This is an optimization exercise on Yosys and OpenROAD, whose aim is small area, not a production implementation. The RTL was checked by simulation tests, not by an equivalence proof against the original design.

==> flow/design.v (outline; a module is shown in full before it is edited, if it fits) <==
// module mac_round_sat: 28 lines
// module mac_fa: 7 lines
// module mac_ha: 7 lines
// module mac_cpa: 261 lines
// module mac_nch_acc: 986 lines
module mac_nch_acc #(
    parameter int DW     = 18,
    parameter int CW     = 28,
    parameter int NCH    = 4,
    parameter int GUARD  = 2,
    parameter int OSHIFT = 24,
    parameter int OW     = 20
) (
    input  logic                         clk,
    input  logic                         rst,
    input  logic                         iv,
    input  logic [DW-1:0]                din,
    input  logic [CW-1:0]                cin,
    input  logic [((NCH <= 1) ? 1 : $clog2(NCH))-1:0]     ch,
    input  logic                         first,
    input  logic                         last,
    output logic [OW-1:0]                dout,
    output logic [((NCH <= 1) ? 1 : $clog2(NCH))-1:0]     och,
    output logic                         ov,
    output logic                         ovf
);
  // ...
==> flow/flow/run.sh <==
#!/bin/bash
# Layout flow: the standard flow (standard.sh, with the standard synthesis
# unchanged) with
#  - plain buf_1 port buffers instead of the default delay-cell port buffers,
#  - clock tree synthesis without dummy loads, with clkbuf_4 buffers and
#    clusters of at most 10 sinks within 40 um.
# Each make run's full output goes to its own log file in this folder; ORFS's
# per-step logs are under orfs/logs/.
set -euo pipefail
bash standard.sh synth > flow_synth.log 2>&1
bash standard.sh \
    "BUFFER_PORTS_ARGS=-buffer_cell sky130_fd_sc_hd__buf_1" \
    "CTS_ARGS=-sink_clustering_enable -repair_clock_nets -dont_use_dummy_load -buf_list sky130_fd_sc_hd__clkbuf_4 -sink_clustering_size 10 -sink_clustering_max_diameter 40" \
    finish > flow_layout.log 2>&1
==> flow/standard.sh <==
#!/bin/bash
# synth_recipe.tcl (not shown) runs the flow's synth.tcl, then flattens the netlist and writes it again
# the make line also repeats each setting of config.mk as NAME=value (left out here)
make -C /OpenROAD-flow-scripts/flow DESIGN_CONFIG=/design/flow/config.mk WORK_HOME=/design/flow/orfs CLKGATE_MAP_FILE= SYNTH_SCRIPT=/design/flow/synth_recipe.tcl "${@:-finish}"
==> flow/config.mk <==
export PLATFORM = sky130hd
export DESIGN_NAME = mac_nch_acc
export DESIGN_NICKNAME = mac_nch_acc
export VERILOG_FILES = /design/flow/design.v
export SDC_FILE = /design/flow/constraint.sdc
export NUM_CORES = 4
export LEC_CHECK = 0
export CAP_MARGIN = 20
export CORE_MARGIN = 2
export CORE_UTILIZATION = 60
export SLEW_MARGIN = 20
export SYNTH_HIERARCHICAL = 1
export SYNTH_MINIMUM_KEEP_SIZE = 0
==> flow/constraint.sdc <==
create_clock -name core_clock -period 7.5 [get_ports {clk}]
set_input_delay 1.5000 -clock core_clock [delete_from_list [all_inputs] [get_ports {clk}]]
set_output_delay 1.5000 -clock core_clock [all_outputs]
set_load 0.01 [all_outputs]
==> metrics.md, run 1 <==
| Metric | Value |
|---|---|
| Area delta synth->final | 4.975% |
| Post-CTS setup buffer count | 0 |
| Synth warn | 7 |
| Resized Gates After CTS | 6 |
| Mapped Avg Cell Area | 12.05 um2 |
| Max-slew violation count | 0 |
| Worst Setup SP | c1[0]$_DFF_P_ |
| Critical path type | reg -> reg |
| Max cap viols | 0 |
| ANT nets after route | 0 |
| Signal buf overhead | 3.858% |
| Worst Tran Pin Value | 1.049 ns |
| DRT Pass-1 Iters | 6 |
| Die Ht | 199.7 um |
| FILL cells | 3,028 |
| DP HPWL | 43.18 mm |
| Highest routed layer | met4 |
| GRT busiest layer | met1 |
| PortBufs | 76 |
| Final setup fails | 0 |
| Cell count after synthesis | 1,908 |
| Synthesized area | 22,980 um2 |
| GRT Util Overall | 31.36% |
| Hold Path End | r4[20]$_DFF_P_ |
| Met1 WL | 26.80 mm |
| # DRC | 0 |
| Number of CTS-inserted buffers | 49 |
| Outcome | finished clean |
| Final Wtd Congestion | 0.9279 |
| Final period util | 97.22% |
| Largest family of logic cells by synthesized area | adder cells |
==> run 2, diff against run 1 <==
--- a/flow/config.mk
+++ b/flow/config.mk
@@ -5,9 +5,9 @@
 export SDC_FILE = /design/flow/constraint.sdc
 export NUM_CORES = 4
 export LEC_CHECK = 0
-export CAP_MARGIN = 20
+export CAP_MARGIN = 5
 export CORE_MARGIN = 2
 export CORE_UTILIZATION = 60
-export SLEW_MARGIN = 20
+export SLEW_MARGIN = 5
 export SYNTH_HIERARCHICAL = 1
 export SYNTH_MINIMUM_KEEP_SIZE = 0
==> run 2 against run 1 <==
Still clean on timing, DRC and antenna. Area after synthesis unchanged. Wire length unchanged. First-iteration DRC count unchanged. Global-route usage unchanged. Register-to-register slack about the same. Fmax unchanged.
==> metrics.md, run 2 <==
| Metric | Value |
|---|---|
| Commonest cells after routing, fill and taps aside | 261 x nor2_1, 247 x fa_1, 199 x a221oi_1, 192 x edfxtp_1, 137 x dfxtp_1 |
| Clock skew | 0.1130 ns |
| Die Ht | 199.7 um (unchanged) |
| Deepest clock path buffer count | 3 |
| CTS H-tree depth | 2 |
| Vias in the first global route | 15,190 |
| Number of core rows | 71 |
| Core area | 37,670 um2 |
| CP required | 8.10 ns |
| Area delta synth->final | 4.975% (unchanged) |
| Ys flop type | edfxtp_1 |
| Final setup TNS | 0 ns |
| DRT Pass-1 Iters | 6 (unchanged) |
| Cell count after synthesis | 1,908 (unchanged) |
| # DRC | 0 (unchanged) |
| ANT nets after route | 0 (unchanged) |
| Final Wtd Congestion | 0.9279 (unchanged) |
| Post-CTS setup buffer count | 0 (unchanged) |
| Clock latency (worst-skew pair) | 0.81 ns |
| Multi-input logic area | 12,560 um2 |
| Drt wl/cell | 24.79 um |
| Top post-synthesis cells by area | edfxtp_1 25%, fa_1 22%, dfxtp_1 12% |
| Grt ovf | 0 |
| Critical path type | reg -> reg |
| Synth Net Count | 2,325 |
| Final Hold Fails | 0 |
| CP endpoint kind | flop |
| Hold buffers post-CTS | 0 |
| Most frequent cell after synthesis | nor2_1 |
| Ys async rst share | 8.864% |
| Final nets | 2,346 |
| GRT Util Overall | 31.36% (unchanged) |
| Largest net degree at the start of global routing | 50 |
| WHS | 0.3159 ns |
| Max Freq | 137.1 MHz |
| Die X | 199.7 um |
| Worst Path Arrival | 7.89 ns |
| Detailed Route Iter0 Violations | 1,501 |
| Area fraction of the dominant cell type after synthesis | 25.08% |
| Clock root buffer | clkbuf_4 |
| Seq/Total Area, Yosys | 40.52% |
| Largest family of logic cells by synthesized area | adder cells |
| DP HPWL | 43.18 mm (unchanged) |
| Routed via count | 15,830 |
| Synthesized area | 22,980 um2 (unchanged) |
| Max-slew violation count | 0 (unchanged) |
| Via density | 6.489 |
| Netlist cell types | 64 |
| Commonest non-fill, non-tap cell in the layout | nor2_1 |
| CTS tree | yes |
| Sequential Area | 9314 um2 |
| Fin crit period | 7.292 ns |
| Crit Path Max Fanout | 5 |
| Mux contribution to synthesized area | 2.646% |
| Io pins | 77 |
| Layout cells sized above 1 | 11.94% |
| Number of CTS-inserted buffers | 49 (unchanged) |
| Worst Tran Pin Value | 1.049 ns (unchanged) |
| Initial antenna violation count | 1 |
| Final period util | 97.22% (unchanged) |
| Adder-cell share of the synthesized area | 28.21% |
| Worst-path clk slew | 0.10 ns |
| First-pass GRT wire length | 92.63 mm |
| Synth warn | 7 (unchanged) |
| HP Class | reg -> reg |
| Mapped Avg Cell Area | 12.05 um2 (unchanged) |
| Outcome | finished clean |
| Slew headroom | 29.80% |
| Synth cell count leaders | 262 x nor2_1, 257 x fa_1, 199 x a221oi_1 |
| Initial core utilization | 61.02% |
| Max cap viols | 0 (unchanged) |
| FILL cells | 3,028 (unchanged) |
| Post-Synth Simple-Gate Area | 7.295% |
| PortBufs | 76 (unchanged) |
| Post-synth top area cell | edfxtp_1 |
| Final setup fails | 0 (unchanged) |
| XOR/XNOR Fraction of Synth Area | 1.067% |
| Post-Route WL | 60.48 mm |
| DIE AREA | 39,890 um2 |
| Synth Area in Compound Gates | 15.14% |
| CP Launch Type | flop |
| EDFF count, synth | 192 |
| #FFs+latches synth | 361 |
| Clock sink count | 361 |
==> run 2: per-module statistics from Yosys, one instance, submodules excluded, a selection <==
module / copies in the design / area (um2) / cells / flops+latches
mac_cpa: 1 / 1556 / 168 / 0
mac_fa: 238 / 20.02 / 1 / 0
mac_nch_acc: 1 / 15670 / 1396 / 361
mac_ha: 52 / 12.51 / 1 / 0
==> run 2: path summary, 6_finish.rpt <==
check | startpoint | to | slack (ns) | cells past startpoint
setup reg to reg | c1[0]$_DFF_P_ | acc0[41]$_DFFE_PP_ | 0.21 | 24
min in group asynchronous | rst | dout[1]$_DFFE_PP0P_ | 0.73 | 2
hold / removal | r3[20]$_DFF_P_ | r4[20]$_DFF_P_ | 0.32 | 0
max in group asynchronous | rst | dout[9]$_DFFE_PP0P_ | 6.12 | 3
hold reg to reg | r3[20]$_DFF_P_ | r4[20]$_DFF_P_ | 0.32 | 0
setup / recovery | c1[0]$_DFF_P_ | acc0[41]$_DFFE_PP_ | 0.21 | 24
==> run 2: area by class of cell <==
cell class / instances / share of cell area [%]
antenna: 2 / 0.02074
clock buffer: 49 / 1.525
inverter: 82 / 1.276
multi-input combinational: 1273 / 52.07
sequential: 361 / 38.60
tap: 511 / 2.650
timing repair buffer: 162 / 3.858
==> run 2: metrics by stage <==
| step | setup WS [ns] | std cells | utilization (%) | area, um2 |
|---|---|---|---|---|
| final | 0.2083 | 2440 | 64.06 | 24130 |
| after CTS | 0.02781 | 2438 | 64.00 | 24110 |
| after floorplan | 0.01182 | 1908 | - | 23020 |
| after global placement | -0.05751 | 2389 | 62.96 | 23710 |
| after detailed placement | -0.1379 | 2389 | 62.96 | 23710 |
| after global routing | -0.007190 | 2440 | 64.06 | 24130 |
==> run 2: repair_timing <==
item,4_1_cts,5_1_grt
setup endpoints to repair,29,61
pin swaps,3,5
resized for setup,6,6
==> run 2: cells by family after synthesis <==
family | after synthesis
AO/OA/AOI/OAI | 447
AND/OR/NAND/NOR | 378
adder cells (fa/ha/maj) | 364
flip-flops | 361
buffers and inverters | 274
multiplexers | 55
XOR/XNOR | 28
other | 1
==> run 2: routing by layer <==
layer | track usage (%) | part of all wire [%] | vias to the layer above
li1 | - | - | 6958
met2 | 44.28 | 42 | 928
met3 | 7.916 | 12 | 104
met1 | 48.54 | 44 | 7843
met4 | 7.737 | 2.1 | 0
met5 | 0 | 0 | -
==> run 2: worst max-delay path, stage by stage, from the launching register on <==
cell and delay (ns):
dfxtp_1 0.34, mux2i_1 0.22, ha_1 0.28, fa_2 0.40, fa_1 0.39, fa_2 0.35, fa_2 0.35, fa_2 0.35
fa_2 0.36, fa_2 0.35, fa_2 0.34, fa_2 0.35, fa_2 0.34, fa_2 0.35, a21o_1 0.17, nand4_1 0.10
and3b_2 0.22, o31ai_2 0.10, a211o_1 0.32, a21bo_1 0.22, a21o_1 0.18, a21o_1 0.21, a221oi_2 0.26, fa_1 0.47
inv_2 0.10
==> run 3, diff against run 2 <==
==> flow/flow/run.sh (replaced) <==
#!/bin/bash
# Layout flow: the standard flow (standard.sh, with the standard synthesis
# unchanged) with
#  - plain buf_1 port buffers instead of the default delay-cell port buffers,
#  - clock tree synthesis without dummy loads, with clkbuf_4 buffers and
#    clusters of at most 10 sinks within 40 um,
#  - timing-driven global placement that does not keep its resizer changes
#    (repair_design and repair_timing after placement and CTS still run).
# Each make run's full output goes to its own log file in this folder; ORFS's
# per-step logs are under orfs/logs/.
set -euo pipefail
bash standard.sh synth > flow_synth.log 2>&1
bash standard.sh \
    "BUFFER_PORTS_ARGS=-buffer_cell sky130_fd_sc_hd__buf_1" \
    "CTS_ARGS=-sink_clustering_enable -repair_clock_nets -dont_use_dummy_load -buf_list sky130_fd_sc_hd__clkbuf_4 -sink_clustering_size 10 -sink_clustering_max_diameter 40" \
    GPL_KEEP_OVERFLOW=0 \
    finish > flow_layout.log 2>&1
--- a/flow/config.mk
+++ b/flow/config.mk
@@ -5,9 +5,9 @@
 export SDC_FILE = /design/flow/constraint.sdc
 export NUM_CORES = 4
 export LEC_CHECK = 0
-export CAP_MARGIN = 5
+export CAP_MARGIN = 20
 export CORE_MARGIN = 2
 export CORE_UTILIZATION = 60
-export SLEW_MARGIN = 5
+export SLEW_MARGIN = 20
 export SYNTH_HIERARCHICAL = 1
 export SYNTH_MINIMUM_KEEP_SIZE = 0
==> run 3 against run 2 <==
Global-route usage down 0.055 points. Die area stayed put. Sequential cell count unchanged. Clock skew grew 0.0038 ns. Synthesized cell count unchanged. Fmax down 0.37%.
==> metrics.md, run 3 <==
| Metric | Value |
|---|---|
| Outcome | finished clean |
| Synthesized area | 22,980 um2 (unchanged) |
| DRT Pass-1 Iters | 6 (unchanged) |
| Post-Route WL | 61.37 mm (+1.5%) |
| Max cap viols | 0 (unchanged) |
| Fin crit period | 7.319 ns (+0.02706 ns) |
| Io pins | 77 (unchanged) |
| Deepest clock path buffer count | 3 (unchanged) |
| Via density | 6.533 (+0.68%) |
| Core area | 37,670 um2 (unchanged) |
| Synth cell count leaders | 262 x nor2_1, 257 x fa_1, 199 x a221oi_1 |
| CP required | 8.16 ns (+0.06 ns) |
| Cell count after synthesis | 1,908 (unchanged) |
| Sequential Area | 9384 um2 (+0.75%) |
| Clock latency (worst-skew pair) | 0.80 ns (about the same) |
| Critical path type | reg -> reg |
| Post-synth top area cell | edfxtp_1 |
| HP Class | reg -> reg |
| Grt ovf | 0 (unchanged) |
| Clock root buffer | clkbuf_4 |
| Multi-input logic area | 12,620 um2 (+0.47%) |
| Commonest non-fill, non-tap cell in the layout | nor2_1 |
| Detailed Route Iter0 Violations | 1,802 (+20%) |
| Number of CTS-inserted buffers | 50 (+2.0%) |
| Final setup fails | 0 (unchanged) |
| Critical path, cell by cell | mux2i_1 -> fa_1 -> fa_2 -> fa_2 -> fa_2 -> fa_2 -> fa_2 -> fa_2 -> fa_2 -> fa_2 -> fa_2 -> a21o_1 -> nand4_1 -> and3b_2 -> o31ai_4 -> a211o_1 -> a21bo_4 -> a21o_1 -> a21o_1 -> a221oi_2 -> fa_1 -> inv_2 |
| Most frequent cell after synthesis | nor2_1 |
| Netlist cell types | 64 (unchanged) |
| Crit Path Max Fanout | 29 (+24) |
| Slowest CP cell | dfxtp_2 |
| Synth Net Count | 2,325 (unchanged) |
| Synth warn | 7 (unchanged) |
| Number of core rows | 71 (unchanged) |
| Clock skew | 0.1168 ns (+0.003847 ns) |
| Area fraction of the dominant cell type after synthesis | 25.08% (unchanged) |
| EDFF count, synth | 192 (unchanged) |
| Max-slew violation count | 0 (unchanged) |
| Initial antenna violation count | 1 (unchanged) |
| Layout cells sized above 1 | 12.45% (+0.52 points) |
| CP Launch Type | flop |
| Top post-synthesis cells by area | edfxtp_1 25%, fa_1 22%, dfxtp_1 12% |
| Area delta synth->final | 5.204% |
| Vias in the first global route | 15,500 (+2.0%) |
| Crit-path most repeated cell | fa_2 |
| DIE AREA | 39,890 um2 (unchanged) |
| Drt wl/cell | 25.67 um (+3.5%) |
| Routed via count | 15,620 (-1.3%) |
| Commonest cells after routing, fill and taps aside | 260 x nor2_1, 246 x fa_1, 197 x a221oi_1, 192 x edfxtp_1, 107 x ha_1 |
| RR Startpoint | one[1]$_DFF_P_ |
| FILL cells | 2,965 (-2.1%) |
| CTS H-tree depth | 2 (unchanged) |
| Die X | 199.7 um (unchanged) |
| DP HPWL | 40.53 mm (-6.1%) |
| ANT nets after route | 0 (unchanged) |
| Final Util | 64.20% (+0.14 points) |
| Final Hold Fails | 0 (unchanged) |
| Max Freq | 136.6 MHz (-0.37%) |
| Initial core utilization | 61.02% (unchanged) |
| PortBufs | 76 (unchanged) |
| First-pass GRT wire length | 92.31 mm (-0.34%) |
| Slew headroom | 24.34% (-5.5 points) |
| GRT Util Overall | 31.30% (-0.055 points) |
| WHS | 0.2812 ns (-0.03474 ns) |
| Seq/Total Area, Yosys | 40.52% (unchanged) |
| Ys async rst share | 8.864% (unchanged) |
| CTS tree | yes |
| Mapped Avg Cell Area | 12.05 um2 (unchanged) |
| CP endpoint kind | flop |
| Largest net degree at the start of global routing | 51 (+2.0%) |
| Final nets | 2,298 (-2.0%) |
| Final period util | 97.58% (+0.36 points) |
| Crit path largest cell delay | 0.78 ns (+0.31 ns) |
| Hold Startpoint | ch2[0]$_DFF_P_ |
| Clock sink count | 361 (unchanged) |
| Worst Tran Pin Value | 1.133 ns (+0.08388 ns) |
| Worst-path clk slew | 0.11 ns (about the same) |
| Die Ht | 199.7 um (unchanged) |
| Worst Path Arrival | 7.98 ns (+0.09 ns) |
| #FFs+latches synth | 361 (unchanged) |
| Ys flop type | edfxtp_1 |
| # DRC | 0 (unchanged) |
| Worst Setup SP | one[1]$_DFF_P_ |
| Final Wtd Congestion | 0.8744 (-5.8%) |
## run 3: layout make-up
class	instances	area share [%]
tap	511	2.644
antenna	1	0.01035
timing repair inverter	3	0.09314
clock buffer	50	1.552
sequential	361	38.81
inverter	82	1.542
timing repair buffer	110	3.151
multi-input combinational	1273	52.20
## run 3: worst max-delay path, delay by kind of cell, from the launching register on
kind,cells,cell delay (ns)
AO/OA/AOI/OAI,7,1.52
adder cells (fa/ha/maj),11,4.24
buffers and inverters,1,0.10
flip-flops,1,0.78
multiplexers,1,0.24
AND/OR/NAND/NOR,2,0.34
## run 3: Yosys stat by module, one instance, submodules excluded, a selection
module,cells,times used,flip-flops and latches,area [um2]
mac_ha,1,52,0,12.51
mac_cpa,168,1,0,1556
mac_fa,1,238,0,20.02
mac_nch_acc,1396,1,361,15670
## run 3: worst paths after layout
| check | to | cells after the start | slack [ns] |
|---|---|---|---|
| worst max-delay path | acc3[41]$_DFFE_PP_ | 22 | 0.18 |
| worst min-delay path | ch3[0]$_DFF_P_ | 0 | 0.28 |
| worst max register to register | acc3[41]$_DFFE_PP_ | 22 | 0.18 |
| worst min register to register | ch3[0]$_DFF_P_ | 0 | 0.28 |
| max in group asynchronous | dout[8]$_DFFE_PP0P_ | 2 | 6.28 |
| min in group asynchronous | dout[1]$_DFFE_PP0P_ | 2 | 0.77 |
## run 3: what timing repair did
item / CTS / global route
resized for setup: 42 / 26
gates cloned: 3 / 2
pin swaps: 4 / 5
endpoints found under the setup margin: 133 / 49
hold buffers: 0 / 0
setup buffers: 7 / 9
## run 3: cells by family after synthesis
logic type / Yosys count / share of synthesized area (%)
AOI/OAI and AO/OA: 447 / 15.14
and+or+nand+nor: 378 / 7.295
adders and majority gates: 364 / 28.21
DFF: 361 / 40.52
buffers and inverters: 274 / 5.106
muxes: 55 / 2.646
xor gates and xnor gates: 28 / 1.067
other: 1 / 0.01632
## run 3: per-stage QoR
step	setup slack, ns	instances	cell area [um2]	TNS [ns]
global placement	-1.454	2303	23050	-126.89
global route	-0.01834	2391	24180	-0.07426
floorplan	0.01182	1908	23020	0
detailed placement	-1.218	2317	23330	-88.13
CTS	0.004933	2377	23930	0
finish	0.1813	2391	24180	0
## run 3: per-layer routing
metal	global-route usage, %	wire length, um	share of wire (%)
met5	0	0	0
met4	7.791	1387	2.3
met3	10.55	7384	12
met2	45.29	26380	43
met1	45.69	26220	43

==> re-timing with driven ports <==
The results above use ideal ports. As a check the final layouts listed here were re-extracted and re-timed, cells and wires unchanged.
Step 1 assumes that a clkbuf_16 drives the clock port and a buf_2 every other input.
Step 2 moves the port delays by t, midway between the first and last clock arrival at a register: inputs arrive t later, outputs are due t later. That takes back most of the time a late clock gives input paths.
Three values: no drivers, after step 1, after step 2; two values: the first two.
run | shift t [ns] | slack for setup (ns) | pins driven straight from the clock port
run 1 | 0.800 | 0.208 / 0.208 / 0.208 | 1
run 2 | 0.800 | 0.208 / 0.208 / 0.208 | 1
run 3 | 0.794 | 0.181 / 0.181 / 0.181 | 1
After both steps setup and hold are still met in every run listed.
